This design comes from an exercise in tuning for small area on the open sky130 flow, not from production work.
Only simulation tests tie the RTL to the original design; equivalence was not proved.
No driver is modelled on the clock port, so clocking that relies on it looks cheaper here than on a real chip.
Power figures rest on the tool's default switching activity, not on a simulated workload.

==> run Y <==
==> flow/design.v <==
module rf_hold (
  input  logic ld,
  input  logic ld_n,
  input  logic d,
  input  logic q,
  output logic y
);
  assign y = (ld & d) | (ld_n & q);
endmodule
module rf_aoi222 (
  input  logic [2:0] s,
  input  logic [2:0] v,
  output logic       y_n
);
  assign y_n = !(|(s & v));
endmodule
module rf_final (
  input  logic [9:0] g_n,
  input  logic [1:0] s,
  input  logic [1:0] v,
  output logic       y
);
  assign y = !(&g_n) | (|(s & v));
endmodule
module rf_rdbit (
  input  logic [31:0] sel,
  input  logic [31:0] val,
  output logic        y
);
  logic [9:0] g_n;
  for (genvar j = 0; j < 10; j++) begin : g_grp
    rf_aoi222 u_g (.s(sel[3*j +: 3]), .v(val[3*j +: 3]), .y_n(g_n[j]));
  end
  rf_final u_or (.g_n(g_n), .s(sel[31:30]), .v(val[31:30]), .y(y));
endmodule
module regfile_servo_bank #(
  parameter int NUM_REGS   = 32,
  parameter int DATA_W     = 32,
  parameter int NUM_SERVO  = 6,
  parameter int SERVO_BASE = 1,
  parameter int SERVO_W    = 7,
  parameter int SERVO_MAX  = 127,
  localparam int AW        = $clog2(NUM_REGS)
) (
  input  logic                         clock,
  input  logic                         ctrl_reset,
  input  logic                         ctrl_writeEnable,
  input  logic [AW-1:0]                ctrl_writeReg,
  input  logic [DATA_W-1:0]            data_writeReg,
  input  logic [AW-1:0]                ctrl_readRegA,
  input  logic [AW-1:0]                ctrl_readRegB,
  output logic [DATA_W-1:0]            data_readRegA,
  output logic [DATA_W-1:0]            data_readRegB,
  input  logic                         servo_commit,
  output logic [NUM_SERVO*SERVO_W-1:0] servo_out,
  output logic [NUM_SERVO-1:0]         servo_dirty,
  output logic                         servo_update
);
  localparam logic [SERVO_W-1:0] CLAMP = SERVO_W'(SERVO_MAX);
  logic [NUM_REGS-1:1][DATA_W-1:0] regs_q, regs_d;
  logic [NUM_SERVO*SERVO_W-1:0]    servo_q, servo_d, servo_new;
  logic [NUM_SERVO-1:0]            dirty_q;
  logic                            update_q;
  logic                            wr_ok;
  logic [NUM_REGS-1:1]             wsel;     
  logic [NUM_REGS-1:1]             ld;       
  logic [DATA_W-1:0]               wdat;     
  logic                            sld;      
  assign wr_ok = ctrl_writeEnable && (ctrl_writeReg != '0);
  assign wdat  = ctrl_reset ? '0 : data_writeReg;
  assign sld   = ctrl_reset || servo_commit;
  always_comb begin
    for (int i = 1; i < NUM_REGS; i++) begin
      wsel[i] = wr_ok && (ctrl_writeReg == AW'(i));
      ld[i]   = ctrl_reset || wsel[i];
    end
  end
  for (genvar i = 1; i < NUM_REGS; i++) begin : g_reg
    for (genvar b = 0; b < DATA_W; b++) begin : g_bit
      rf_hold u_hold (.ld(ld[i]), .ld_n(!ld[i]), .d(wdat[b]), .q(regs_q[i][b]), .y(regs_d[i][b]));
    end
  end
  always_ff @(posedge clock) begin
    regs_q <= regs_d;
  end
  logic          byp_a, byp_b;
  logic [31:0]   sel_a, sel_b;
  assign byp_a = wr_ok && (ctrl_readRegA == ctrl_writeReg);
  assign byp_b = wr_ok && (ctrl_readRegB == ctrl_writeReg);
  always_comb begin
    sel_a[0] = byp_a;
    sel_b[0] = byp_b;
    for (int i = 1; i < NUM_REGS; i++) begin
      sel_a[i] = !byp_a && (ctrl_readRegA == AW'(i));
      sel_b[i] = !byp_b && (ctrl_readRegB == AW'(i));
    end
  end
  for (genvar b = 0; b < DATA_W; b++) begin : g_rd
    logic [31:0] col;
    always_comb begin
      col[0] = data_writeReg[b];
      for (int i = 1; i < NUM_REGS; i++) col[i] = regs_q[i][b];
    end
    rf_rdbit u_rda (.sel(sel_a), .val(col), .y(data_readRegA[b]));
    rf_rdbit u_rdb (.sel(sel_b), .val(col), .y(data_readRegB[b]));
  end
  always_comb begin
    for (int k = 0; k < NUM_SERVO; k++) begin
      servo_new[k*SERVO_W +: SERVO_W] = ctrl_reset ? '0 :
        ((regs_q[SERVO_BASE + k][SERVO_W-1:0] > CLAMP) ? CLAMP : regs_q[SERVO_BASE + k][SERVO_W-1:0]);
    end
  end
  for (genvar j = 0; j < NUM_SERVO*SERVO_W; j++) begin : g_servo
    rf_hold u_hold (.ld(sld), .ld_n(!sld), .d(servo_new[j]), .q(servo_q[j]), .y(servo_d[j]));
  end
  always_ff @(posedge clock) begin
    servo_q <= servo_d;
  end
  always_ff @(posedge clock) begin
    if (ctrl_reset) begin
      dirty_q  <= '0;
      update_q <= 1'b0;
    end else begin
      update_q <= servo_commit && (|dirty_q);
      for (int k = 0; k < NUM_SERVO; k++) begin
        dirty_q[k] <= (dirty_q[k] && !servo_commit) || wsel[SERVO_BASE + k];
      end
    end
  end
  assign servo_out    = servo_q;
  assign servo_dirty  = dirty_q;
  assign servo_update = update_q;
endmodule
==> flow/run.sh <==
#!/bin/bash
# synth_recipe.tcl (not shown) runs the flow's synth.tcl, then flattens the netlist and writes it again
# the make line also repeats each setting of config.mk as NAME=value (left out here)
make -C /OpenROAD-flow-scripts/flow DESIGN_CONFIG=/design/flow/config.mk WORK_HOME=/design/flow/orfs CLKGATE_MAP_FILE= SYNTH_SCRIPT=/design/flow/synth_recipe.tcl finish
==> flow/config.mk <==
export PLATFORM = sky130hd
export DESIGN_NAME = regfile_servo_bank
export DESIGN_NICKNAME = regfile_servo_bank
export VERILOG_FILES = /design/flow/design.v
export SDC_FILE = /design/flow/constraint.sdc
export NUM_CORES = 4
export LEC_CHECK = 0
export CAP_MARGIN = 20
export CORE_MARGIN = 2
export CORE_UTILIZATION = 40
export SLEW_MARGIN = 20
export SYNTH_HIERARCHICAL = 1
export SYNTH_MINIMUM_KEEP_SIZE = 0
==> flow/constraint.sdc <==
create_clock -name core_clock -period 8.0 [get_ports {clock}]
set_input_delay 1.6000 -clock core_clock [delete_from_list [all_inputs] [get_ports {clock}]]
set_output_delay 1.6000 -clock core_clock [all_outputs]
set_load 0.01 [all_outputs]
==> run M: changes against run Y <==
--- a/flow/design.v
+++ b/flow/design.v
@@ -1,11 +1,11 @@
 module rf_hold (
   input  logic ld,
-  input  logic ld_n,
+  input  logic keep,
   input  logic d,
   input  logic q,
   output logic y
 );
-  assign y = (ld & d) | (ld_n & q);
+  assign y = (ld & d) | (keep & q);
 endmodule
 module rf_aoi222 (
   input  logic [2:0] s,
@@ -14,24 +14,23 @@
 );
   assign y_n = !(|(s & v));
 endmodule
-module rf_final (
-  input  logic [9:0] g_n,
-  input  logic [1:0] s,
-  input  logic [1:0] v,
-  output logic       y
+module rf_nand11 (
+  input  logic [10:0] x_n,
+  output logic        y
 );
-  assign y = !(&g_n) | (|(s & v));
+  assign y = !(&x_n);
 endmodule
 module rf_rdbit (
   input  logic [31:0] sel,
   input  logic [31:0] val,
   output logic        y
 );
-  logic [9:0] g_n;
+  logic [10:0] g_n;
   for (genvar j = 0; j < 10; j++) begin : g_grp
     rf_aoi222 u_g (.s(sel[3*j +: 3]), .v(val[3*j +: 3]), .y_n(g_n[j]));
   end
-  rf_final u_or (.g_n(g_n), .s(sel[31:30]), .v(val[31:30]), .y(y));
+  rf_aoi222 u_last (.s({sel[31], sel[31:30]}), .v({val[31], val[31:30]}), .y_n(g_n[10]));
+  rf_nand11 u_or (.x_n(g_n), .y(y));
 endmodule
 module regfile_servo_bank #(
   parameter int NUM_REGS   = 32,
@@ -64,20 +63,22 @@
   logic                            wr_ok;
   logic [NUM_REGS-1:1]             wsel;     
   logic [NUM_REGS-1:1]             ld;       
-  logic [DATA_W-1:0]               wdat;     
-  logic                            sld;      
-  assign wr_ok = ctrl_writeEnable && (ctrl_writeReg != '0);
-  assign wdat  = ctrl_reset ? '0 : data_writeReg;
-  assign sld   = ctrl_reset || servo_commit;
+  logic [NUM_REGS-1:1]             keep;     
+  logic                            s_ld;     
+  logic                            s_keep;   
+  assign wr_ok  = ctrl_writeEnable && (ctrl_writeReg != '0);
+  assign s_ld   = !ctrl_reset && servo_commit;
+  assign s_keep = !ctrl_reset && !servo_commit;
   always_comb begin
     for (int i = 1; i < NUM_REGS; i++) begin
       wsel[i] = wr_ok && (ctrl_writeReg == AW'(i));
-      ld[i]   = ctrl_reset || wsel[i];
+      ld[i]   = !ctrl_reset && wsel[i];
+      keep[i] = !ctrl_reset && !wsel[i];
     end
   end
   for (genvar i = 1; i < NUM_REGS; i++) begin : g_reg
     for (genvar b = 0; b < DATA_W; b++) begin : g_bit
-      rf_hold u_hold (.ld(ld[i]), .ld_n(!ld[i]), .d(wdat[b]), .q(regs_q[i][b]), .y(regs_d[i][b]));
+      rf_hold u_hold (.ld(ld[i]), .keep(keep[i]), .d(data_writeReg[b]), .q(regs_q[i][b]), .y(regs_d[i][b]));
     end
   end
   always_ff @(posedge clock) begin
@@ -106,12 +107,12 @@
   end
   always_comb begin
     for (int k = 0; k < NUM_SERVO; k++) begin
-      servo_new[k*SERVO_W +: SERVO_W] = ctrl_reset ? '0 :
-        ((regs_q[SERVO_BASE + k][SERVO_W-1:0] > CLAMP) ? CLAMP : regs_q[SERVO_BASE + k][SERVO_W-1:0]);
+      servo_new[k*SERVO_W +: SERVO_W] =
+        (regs_q[SERVO_BASE + k][SERVO_W-1:0] > CLAMP) ? CLAMP : regs_q[SERVO_BASE + k][SERVO_W-1:0];
     end
   end
   for (genvar j = 0; j < NUM_SERVO*SERVO_W; j++) begin : g_servo
-    rf_hold u_hold (.ld(sld), .ld_n(!sld), .d(servo_new[j]), .q(servo_q[j]), .y(servo_d[j]));
+    rf_hold u_hold (.ld(s_ld), .keep(s_keep), .d(servo_new[j]), .q(servo_q[j]), .y(servo_d[j]));
   end
   always_ff @(posedge clock) begin
     servo_q <= servo_d;
==> flow/flow/run.sh (new file) <==
#!/bin/bash
# Own flow: the standard layout with smaller port buffers, a clock tree of larger sink
# clusters without dummy loads, and power/area recovery passes after clock tree synthesis.
set -euo pipefail
here=$(pwd)
bash standard.sh \
  BUFFER_PORTS_ARGS="-buffer_cell sky130_fd_sc_hd__buf_1" \
  CTS_ARGS="-sink_clustering_enable -repair_clock_nets -dont_use_dummy_load -buf_list sky130_fd_sc_hd__clkbuf_16 -sink_clustering_size 25 -sink_clustering_max_diameter 100" \
  POST_CTS_TCL="$here/flow/post_cts.tcl" \
  finish > "$here/standard.log" 2>&1
==> flow/flow/downsize.tcl (new file) <==
# Greedy area recovery: try each oversized combinational cell at smaller drive strengths,
# keeping a change only while setup/hold slack, slew and capacitance limits still hold.
proc ds_pin_slew_ok { inst lim } {
  foreach it [$inst getITerms] {
    set n [$it getNet]
    if { $n eq "NULL" } { continue }
    if { [$n getSigType] ne "SIGNAL" } { continue }
    foreach it2 [$n getITerms] {
      set pn "[[$it2 getInst] getName]/[[$it2 getMTerm] getName]"
      set p [get_pins -quiet $pn]
      if { $p eq "" } { continue }
      if { [get_property $p slew_max] > $lim } { return 0 }
    }
  }
  return 1
}
set db [ord::get_db]
set block [ord::get_db_block]
set setup_m 0.55e-9
set slew_lim 1.1
set ws0 [sta::worst_slack_cmd max]
set wh0 [sta::worst_slack_cmd min]
set sv0 [sta::max_slew_violation_count]
set cv0 [sta::max_capacitance_violation_count]
set smin [expr {min($ws0, $setup_m)}]
set hmin [expr {min($wh0, 0.0)}]
puts "downsize: start area [rsz::design_area] ws $ws0 wh $wh0 slewv $sv0 capv $cv0"
set cand {}
foreach inst [$block getInsts] {
  set m [$inst getMaster]
  set mn [$m getName]
  if { ![regexp {^(sky130_fd_sc_hd__[a-z0-9]+)_([0-9]+)$} $mn -> base sz] } { continue }
  if { [regexp {dfxtp|tap|diode|conb|fill|decap|dly} $base] } { continue }
  set clk 0
  foreach it [$inst getITerms] {
    set n [$it getNet]
    if { $n ne "NULL" && [$n getSigType] eq "CLOCK" } { set clk 1 }
  }
  if { $clk } { continue }
  if { [string match clkbuf_* [$inst getName]] } { continue }
  lappend cand [list $inst $base $sz [expr {[$m getWidth]}]]
}
set cand [lsort -integer -decreasing -index 3 $cand]
set nchg 0
foreach c $cand {
  lassign $c inst base sz w
  set orig [[$inst getMaster] getName]
  set iname [$inst getName]
  set ok_slew0 [ds_pin_slew_ok $inst 1e9]
  foreach s {0 1 2 3 4 6 8 12} {
    if { $s >= $sz } { break }
    set nm "${base}_$s"
    set nmaster [$db findMaster $nm]
    if { $nmaster eq "NULL" } { continue }
    if { [$nmaster getWidth] >= [[$inst getMaster] getWidth] } { continue }
    replace_cell $iname $nm
    set good 1
    if { [sta::worst_slack_cmd max] < $smin } { set good 0 }
    if { $good && [sta::worst_slack_cmd min] < $hmin } { set good 0 }
    if { $good && [sta::max_slew_violation_count] > $sv0 } { set good 0 }
    if { $good && [sta::max_capacitance_violation_count] > $cv0 } { set good 0 }
    if { $good && ![ds_pin_slew_ok $inst $slew_lim] } { set good 0 }
    if { $good } { incr nchg; break }
    replace_cell $iname $orig
  }
}
puts "downsize: changed $nchg cells, area [rsz::design_area] ws [sta::worst_slack_cmd max] wh [sta::worst_slack_cmd min] slewv [sta::max_slew_violation_count] capv [sta::max_capacitance_violation_count]"
==> flow/flow/post_cts.tcl (new file) <==
# Downsize cells on paths with slack to spare, then recover more area greedily
# (flow/downsize.tcl), then legalise the placement again.
repair_timing -recover_power 100 -slack_margin 0.55 -verbose
source [file join [file dirname [info script]] downsize.tcl]
estimate_parasitics -placement
detailed_placement
check_placement -verbose
==> flow/standard.sh (new file) <==
#!/bin/bash
# synth_recipe.tcl (not shown) runs the flow's synth.tcl, then flattens the netlist and writes it again
# the make line also repeats each setting of config.mk as NAME=value (left out here)
make -C /OpenROAD-flow-scripts/flow DESIGN_CONFIG=/design/flow/config.mk WORK_HOME=/design/flow/orfs CLKGATE_MAP_FILE= SYNTH_SCRIPT=/design/flow/synth_recipe.tcl "${@:-finish}"
CAP_MARGIN = 15   (was 20)
CORE_UTILIZATION = 50   (was 40)
PLACE_DENSITY = 0.65   (was not set)
SETUP_SLACK_MARGIN = 0.5   (was not set)
SLEW_MARGIN = 15   (was 20)
removed: flow/run.sh
==> run K: changes against run Y <==
--- a/flow/design.v
+++ b/flow/design.v
@@ -1,11 +1,11 @@
 module rf_hold (
   input  logic ld,
-  input  logic ld_n,
+  input  logic keep,
   input  logic d,
   input  logic q,
   output logic y
 );
-  assign y = (ld & d) | (ld_n & q);
+  assign y = (ld & d) | (keep & q);
 endmodule
 module rf_aoi222 (
   input  logic [2:0] s,
@@ -14,24 +14,23 @@
 );
   assign y_n = !(|(s & v));
 endmodule
-module rf_final (
-  input  logic [9:0] g_n,
-  input  logic [1:0] s,
-  input  logic [1:0] v,
-  output logic       y
+module rf_nand11 (
+  input  logic [10:0] x_n,
+  output logic        y
 );
-  assign y = !(&g_n) | (|(s & v));
+  assign y = !(&x_n);
 endmodule
 module rf_rdbit (
   input  logic [31:0] sel,
   input  logic [31:0] val,
   output logic        y
 );
-  logic [9:0] g_n;
+  logic [10:0] g_n;
   for (genvar j = 0; j < 10; j++) begin : g_grp
     rf_aoi222 u_g (.s(sel[3*j +: 3]), .v(val[3*j +: 3]), .y_n(g_n[j]));
   end
-  rf_final u_or (.g_n(g_n), .s(sel[31:30]), .v(val[31:30]), .y(y));
+  rf_aoi222 u_last (.s({sel[31], sel[31:30]}), .v({val[31], val[31:30]}), .y_n(g_n[10]));
+  rf_nand11 u_or (.x_n(g_n), .y(y));
 endmodule
 module regfile_servo_bank #(
   parameter int NUM_REGS   = 32,
@@ -64,20 +63,22 @@
   logic                            wr_ok;
   logic [NUM_REGS-1:1]             wsel;     
   logic [NUM_REGS-1:1]             ld;       
-  logic [DATA_W-1:0]               wdat;     
-  logic                            sld;      
-  assign wr_ok = ctrl_writeEnable && (ctrl_writeReg != '0);
-  assign wdat  = ctrl_reset ? '0 : data_writeReg;
-  assign sld   = ctrl_reset || servo_commit;
+  logic [NUM_REGS-1:1]             keep;     
+  logic                            s_ld;     
+  logic                            s_keep;   
+  assign wr_ok  = ctrl_writeEnable && (ctrl_writeReg != '0);
+  assign s_ld   = !ctrl_reset && servo_commit;
+  assign s_keep = !ctrl_reset && !servo_commit;
   always_comb begin
     for (int i = 1; i < NUM_REGS; i++) begin
       wsel[i] = wr_ok && (ctrl_writeReg == AW'(i));
-      ld[i]   = ctrl_reset || wsel[i];
+      ld[i]   = !ctrl_reset && wsel[i];
+      keep[i] = !ctrl_reset && !wsel[i];
     end
   end
   for (genvar i = 1; i < NUM_REGS; i++) begin : g_reg
     for (genvar b = 0; b < DATA_W; b++) begin : g_bit
-      rf_hold u_hold (.ld(ld[i]), .ld_n(!ld[i]), .d(wdat[b]), .q(regs_q[i][b]), .y(regs_d[i][b]));
+      rf_hold u_hold (.ld(ld[i]), .keep(keep[i]), .d(data_writeReg[b]), .q(regs_q[i][b]), .y(regs_d[i][b]));
     end
   end
   always_ff @(posedge clock) begin
@@ -106,12 +107,12 @@
   end
   always_comb begin
     for (int k = 0; k < NUM_SERVO; k++) begin
-      servo_new[k*SERVO_W +: SERVO_W] = ctrl_reset ? '0 :
-        ((regs_q[SERVO_BASE + k][SERVO_W-1:0] > CLAMP) ? CLAMP : regs_q[SERVO_BASE + k][SERVO_W-1:0]);
+      servo_new[k*SERVO_W +: SERVO_W] =
+        (regs_q[SERVO_BASE + k][SERVO_W-1:0] > CLAMP) ? CLAMP : regs_q[SERVO_BASE + k][SERVO_W-1:0];
     end
   end
   for (genvar j = 0; j < NUM_SERVO*SERVO_W; j++) begin : g_servo
-    rf_hold u_hold (.ld(sld), .ld_n(!sld), .d(servo_new[j]), .q(servo_q[j]), .y(servo_d[j]));
+    rf_hold u_hold (.ld(s_ld), .keep(s_keep), .d(servo_new[j]), .q(servo_q[j]), .y(servo_d[j]));
   end
   always_ff @(posedge clock) begin
     servo_q <= servo_d;
==> flow/flow/run.sh (new file) <==
#!/bin/bash
# Own flow: the standard layout with smaller port buffers, a clock tree of larger sink
# clusters without dummy loads, and a power/area recovery pass after clock tree synthesis.
set -euo pipefail
here=$(pwd)
bash standard.sh \
  BUFFER_PORTS_ARGS="-buffer_cell sky130_fd_sc_hd__buf_1" \
  CTS_ARGS="-sink_clustering_enable -repair_clock_nets -dont_use_dummy_load -buf_list sky130_fd_sc_hd__clkbuf_16 -sink_clustering_size 25 -sink_clustering_max_diameter 100" \
  POST_CTS_TCL="$here/flow/post_cts.tcl" \
  finish > "$here/standard.log" 2>&1
==> flow/flow/post_cts.tcl (new file) <==
# Downsize cells on paths with slack to spare, then legalise the placement again.
repair_timing -recover_power 100 -verbose
detailed_placement
check_placement -verbose
==> flow/standard.sh (new file) <==
#!/bin/bash
# synth_recipe.tcl (not shown) runs the flow's synth.tcl, then flattens the netlist and writes it again
# the make line also repeats each setting of config.mk as NAME=value (left out here)
make -C /OpenROAD-flow-scripts/flow DESIGN_CONFIG=/design/flow/config.mk WORK_HOME=/design/flow/orfs CLKGATE_MAP_FILE= SYNTH_SCRIPT=/design/flow/synth_recipe.tcl "${@:-finish}"
CAP_MARGIN = 3   (was 20)
CORE_UTILIZATION = 50   (was 40)
PLACE_DENSITY = 0.65   (was not set)
SLEW_MARGIN = 3   (was 20)
removed: flow/run.sh
==> summary of the runs <==
Run M completed with no timing, DRC or antenna violations. Run K ran to the end with violations: max-capacitance violations, max-slew violations. Run Y finished clean. Sequential cell count is the same in run Y and run K. Register-to-register slack is about the same in run Y and run M. The combinational power of run Y is 2.6 times that of run M. Against run M, the worst hold slack of run Y is worse by 10 ps. Via count, lowest first: run Y, run K, run M. In run K the non-clock buffer count is lower than in run Y, by 3. Against run Y, the clock power of run K is lower by 48%. The highest utilization belongs to run K, the lowest to run Y. The lowest worst setup slack belongs to run M, the highest to run K. Design area: run M < run K < run Y. In run Y the clock skew is lower than in run M, by 31 ps.
==> figures <==
| item | run Y | run K | run M |
|---|---|---|---|
| Fraction of area in clock buffers and inverters | 7.508% | 2.615% | 2.665% |
| Routed WL per cell | 36.66 um | 41.59 um | 42.75 um |
| Count of cell instances traversed by the critical path | 11 | 9 | 9 |
| Met3 WL post-DR | 28110 um | 33260 um | 35580 um |
| Fraction of met3 tracks used by global routing | 9.796% | 16.74% | 19.31% |
| Vias | 40110 | 41280 | 42510 |
| Worst setup slack for register-to-register paths | 6800 ps | 6800 ps | 6790 ps |
| Sequential logic power | 5.98 mW | 5.25 mW | 5.25 mW |
| Number of placement rows | 116 | 104 | 104 |
| Max Freq | 133.9 MHz | 136.3 MHz | 130.5 MHz |
| Slew headroom | 16.68% | -1.205% | 6.856% |
| Crit-path max cell delay | 690 ps | 780 ps | 1210 ps |
| Cell area after synthesis | 0.04032 mm2 | 0.04030 mm2 | 0.04030 mm2 |
| IR drop worst, VDD | 0.1811 mV | 0.1546 mV | 0.1793 mV |
| Multi-input gate area | 0.02017 mm2 | 0.02021 mm2 | 0.01947 mm2 |
| Setup Skew | 7.412 ps | 19.35 ps | 37.93 ps |
| HPWL reported at the end of detailed placement | 108700 um | 115700 um | 120100 um |
| Endpoint of the worst hold path | servo_q[27] | dirty_q[0] | dirty_q[1] |
| Part of the total power dissipated in combinational logic | 12.1% | 7.4% | 6.9% |
| Core area | 0.1000 mm2 | 0.08016 mm2 | 0.08016 mm2 |
| Startpoint of the most critical setup path | ctrl_writeReg[2] | ctrl_writeReg[1] | ctrl_writeReg[0] |
| Run status | no timing/DRC/antenna violations | complete, but fails checks | no timing/DRC/antenna violations |
| Reasons for failing layout checks | - | max-capacitance violations, max-slew violations | - |
| Proportion of netlist area held by the largest area contributor | 51.68% | 51.71% | 51.71% |

==> port drivers added, routing unchanged <==
The results above use ideal ports. As a check the final layouts listed here were re-extracted and re-timed, cells and wires unchanged. Step 1, drivers: a clkbuf_16 drives clock and a buf_2 each remaining input, both assumed. Step 2 adds t to the input delays and takes it off the output delays; t is the mean of the earliest and latest rising clock arrival at the registers after step 1. Input paths then give back, and output paths get back, about the clock's delay inside the block. Three values: ideal ports, drivers, drivers and shift; two values: the first two.
| run | t, ns | slack for setup (ns) | worst setup path at the end | slew at the worst register clock pin (ns) | worst data-port slew with drivers (ns) |
|---|---|---|---|---|---|
| run Y | 0.756 | 0.531 / 0.470 / 0.470 | input to output | 0.07 / 0.07 | 0.11 |
| run M | 0.694 | 0.338 / 0.315 / 0.315 | input to output | 0.11 / 0.11 | 0.20 |
| run K | 0.706 | 0.662 / 0.634 / 0.634 | input to output | 0.11 / 0.11 | 0.12 |
The setup slack of run Y, which loses most, moves by -0.061 ns with the drivers and by -0.061 ns with both steps.
